This design comes from an exercise in tuning for small area, a short achievable clock period and few clock cycles on the open sky130 flow, not from production work. Where RTL was checked, it was by simulation tests only, not by an equivalence proof against the original. No activity file was given, so power comes from the tool's default toggle rates.

## cpu_idle_power_mode_controller
module cpu_idle_power_mode_controller (
  input  wire logic        clk,
  input  wire logic        rst,
  input  wire logic        req_valid,
  output logic             req_ready,
  input  wire logic [1:0]  req_cmd,
  input  wire logic [2:0]  req_cpu,
  input  wire logic [31:0] req_base_index,
  input  wire logic [15:0] req_sleep_length,
  input  wire logic        req_cancel,
  input  wire logic [1:0]  req_mode_type,
  input  wire logic        req_system_refused,
  output logic             rsp_valid,
  input  wire logic        rsp_ready,
  output logic [31:0]      rsp_result_index,
  output logic [3:0]       rsp_entered_modes,
  output logic [3:0]       rsp_exited_modes,
  output logic [7:0]       rsp_wake_cpus,
  output logic             rsp_core_off,
  output logic             rsp_core_on,
  output logic             rsp_cluster_off,
  output logic             rsp_cluster_on,
  output logic [1:0]       rsp_cluster_number,
  output logic             rsp_system_enter,
  output logic             rsp_system_exit,
  output logic             rsp_exit_cancelled,
  ...
Size: ~510 flip-flops, roughly 23000 µm² of cells after synthesis.
==> flow/config.mk <==
export PLATFORM = sky130hd
export DESIGN_NAME = cpu_idle_power_mode_controller
export DESIGN_NICKNAME = cpu_idle_power_mode_controller
export VERILOG_FILES = /design/flow/design.v
export SDC_FILE = /design/flow/constraint.sdc
export NUM_CORES = 4
export LEC_CHECK = 0
export CAP_MARGIN = 20
export CORE_MARGIN = 2
export CORE_UTILIZATION = 65
export CTS_CLUSTER_DIAMETER = 80
export CTS_CLUSTER_SIZE = 25
export SETUP_SLACK_MARGIN = 2.9
export SLEW_MARGIN = 20
==> flow/constraint.sdc <==
create_clock -name core_clock -period 5.5 [get_ports {clk}]
set_input_delay 1.1000 -clock core_clock [delete_from_list [all_inputs] [get_ports {clk}]]
set_output_delay 1.1000 -clock core_clock [all_outputs]
set_load 0.01 [all_outputs]
standard.sh (not shown) runs the stock make flow with config.mk's settings and CLKGATE_MAP_FILE= SYNTH_SCRIPT=/design/flow/synth_recipe.tcl, a recipe that flattens the netlist after the stock synthesis.
==> flow/flow/run.sh <==
#!/bin/bash
# Layout flow: the standard flow, with the port buffers of buffer_ports made from
# sky130_fd_sc_hd__buf_1 instead of the cell buffer_ports picks by itself. The synthesis is the
# standard one, unchanged. Each step's full output goes to a log of its own in this folder.
set -euo pipefail
bash standard.sh synth > synth.log 2>&1
export BUFFER_PORTS_ARGS="-buffer_cell sky130_fd_sc_hd__buf_1"
bash standard.sh floorplan > floorplan.log 2>&1
bash standard.sh place > place.log 2>&1
bash standard.sh cts > cts.log 2>&1
bash standard.sh route > route.log 2>&1
bash standard.sh finish > finish.log 2>&1
Edit:
--- a/flow/config.mk
+++ b/flow/config.mk
@@ -12,3 +12,3 @@
 export CTS_CLUSTER_SIZE = 25
-export SETUP_SLACK_MARGIN = 2.9
+export SETUP_SLACK_MARGIN = 3.0
 export SLEW_MARGIN = 20
The new run produced a clean layout.
Worst setup slack loses 0.10 ns.
Synthesized area is unchanged.
Final area rises slightly.
Die area stays the same.
Synthesized cell count does not change.
Cell count is about the same.
Global-route usage falls by 0.37 points.
Function was not checked in any run of this note: the RTL went through the layout flow alone.

---

Setup of run 1:
Another version of the RTL of cpu_idle_power_mode_controller (not shown whole).
Size: ~580 flip-flops.
clock: 5.5 ns
lec_check: 0
cap_margin: 20
core_margin: 2
core_utilization: 65
cts_cluster_diameter: 90
cts_cluster_size: 30
setup_slack_margin: 3.0
slew_margin: 20
Scripts as last shown in full above: flow/flow/run.sh
Testbench counts of run 1, summed over its fixed seeds: cycles 21,366.
--- input diff run 1..run 2 ---
Settings: a change of CORE_UTILIZATION from 65 to 55; a change of SETUP_SLACK_MARGIN from 3.0 to 2.8; a change of CTS_CLUSTER_SIZE from 30 to 25; a change of CTS_CLUSTER_DIAMETER from 90 to 80.
## What came out
- Run 1 → run 2: met2 routed wirelength has decreased; final area has decreased; wire length has decreased.
- Across both runs, portion of the clock cycle consumed by the worst path in the final layout was higher for run 2 than for run 1.
- On final period demand of the worst path, the lower figure sits with run 1, not run 2.
- In the reports for run 2 and run 1, the smaller number of vias per cell belongs to run 2.
- Run 2 ended up with buf_4 as its critical path's slowest cell; run 1 ended up with a21oi_4.
- Run 2 vs run 1 — routed wire length per instance dropped by a few percent
- Between run 2 and run 1, the power is higher for run 2.
Input changes introduced in run 3 (baseline for comparison: run 2):
Settings: SETUP_SLACK_MARGIN changed from 2.8 to 3.0; CORE_UTILIZATION changed from 55 to 65.
--- outcome ---
Per the comparison of run 3 with run 2, placeable core region -about 16%; hold slack +0.0074 ns; count of non-CTS inverters in the layout ~0 delta; combinational power +about 14%; proportion of layout cells with a drive suffix above 1 +3.7 points. [compare] base=run 2 new=run 3: share of the core filled with cells in the final layout rose by 13 points; final routed wirelength across all metal layers rose by about 2%.

## re-timing with driven ports
The flow's constraints put no driver on any port. The routed layouts listed below were extracted and timed again, unchanged, in two steps.
Step 1, drivers: a clkbuf_16 drives clk and a buf_2 each remaining input, both assumed.
Step 2, shift: input delay + t, output delay - t, t = (earliest + latest rising clock arrival at the registers) / 2. This alone moves slack from input paths to output paths.
a / b / c = ideal ports / drivers / drivers and shift; a / b = the first two.
run | t, ns | slack for setup (ns) | worst hold slack (ns) | latest minus earliest clock arrival (ns)
the first run of note 1 | 0.653 | 2.262 / 2.237 / 1.584 | 0.524 / 0.524 / 0.524 | 0.029 / 0.028
the second run of note 1 | 0.630 | 2.160 / 2.142 / 1.512 | 0.504 / 0.504 / 0.504 | 0.025 / 0.026
run 1 | 0.625 | 2.909 / 2.847 / 2.296 | 0.339 / 0.339 / 0.339 | 0.031 / 0.031
run 2 | 0.625 | 2.825 / 2.800 / 2.243 | 0.332 / 0.332 / 0.332 | 0.024 / 0.024
run 3 | 0.661 | 2.908 / 2.846 / 2.334 | 0.340 / 0.340 / 0.340 | 0.021 / 0.021
After both steps every run listed still meets setup and hold. For the first run of note 1, which loses most, drivers alone change the setup slack by -0.025 ns; drivers and shift together by -0.678 ns.
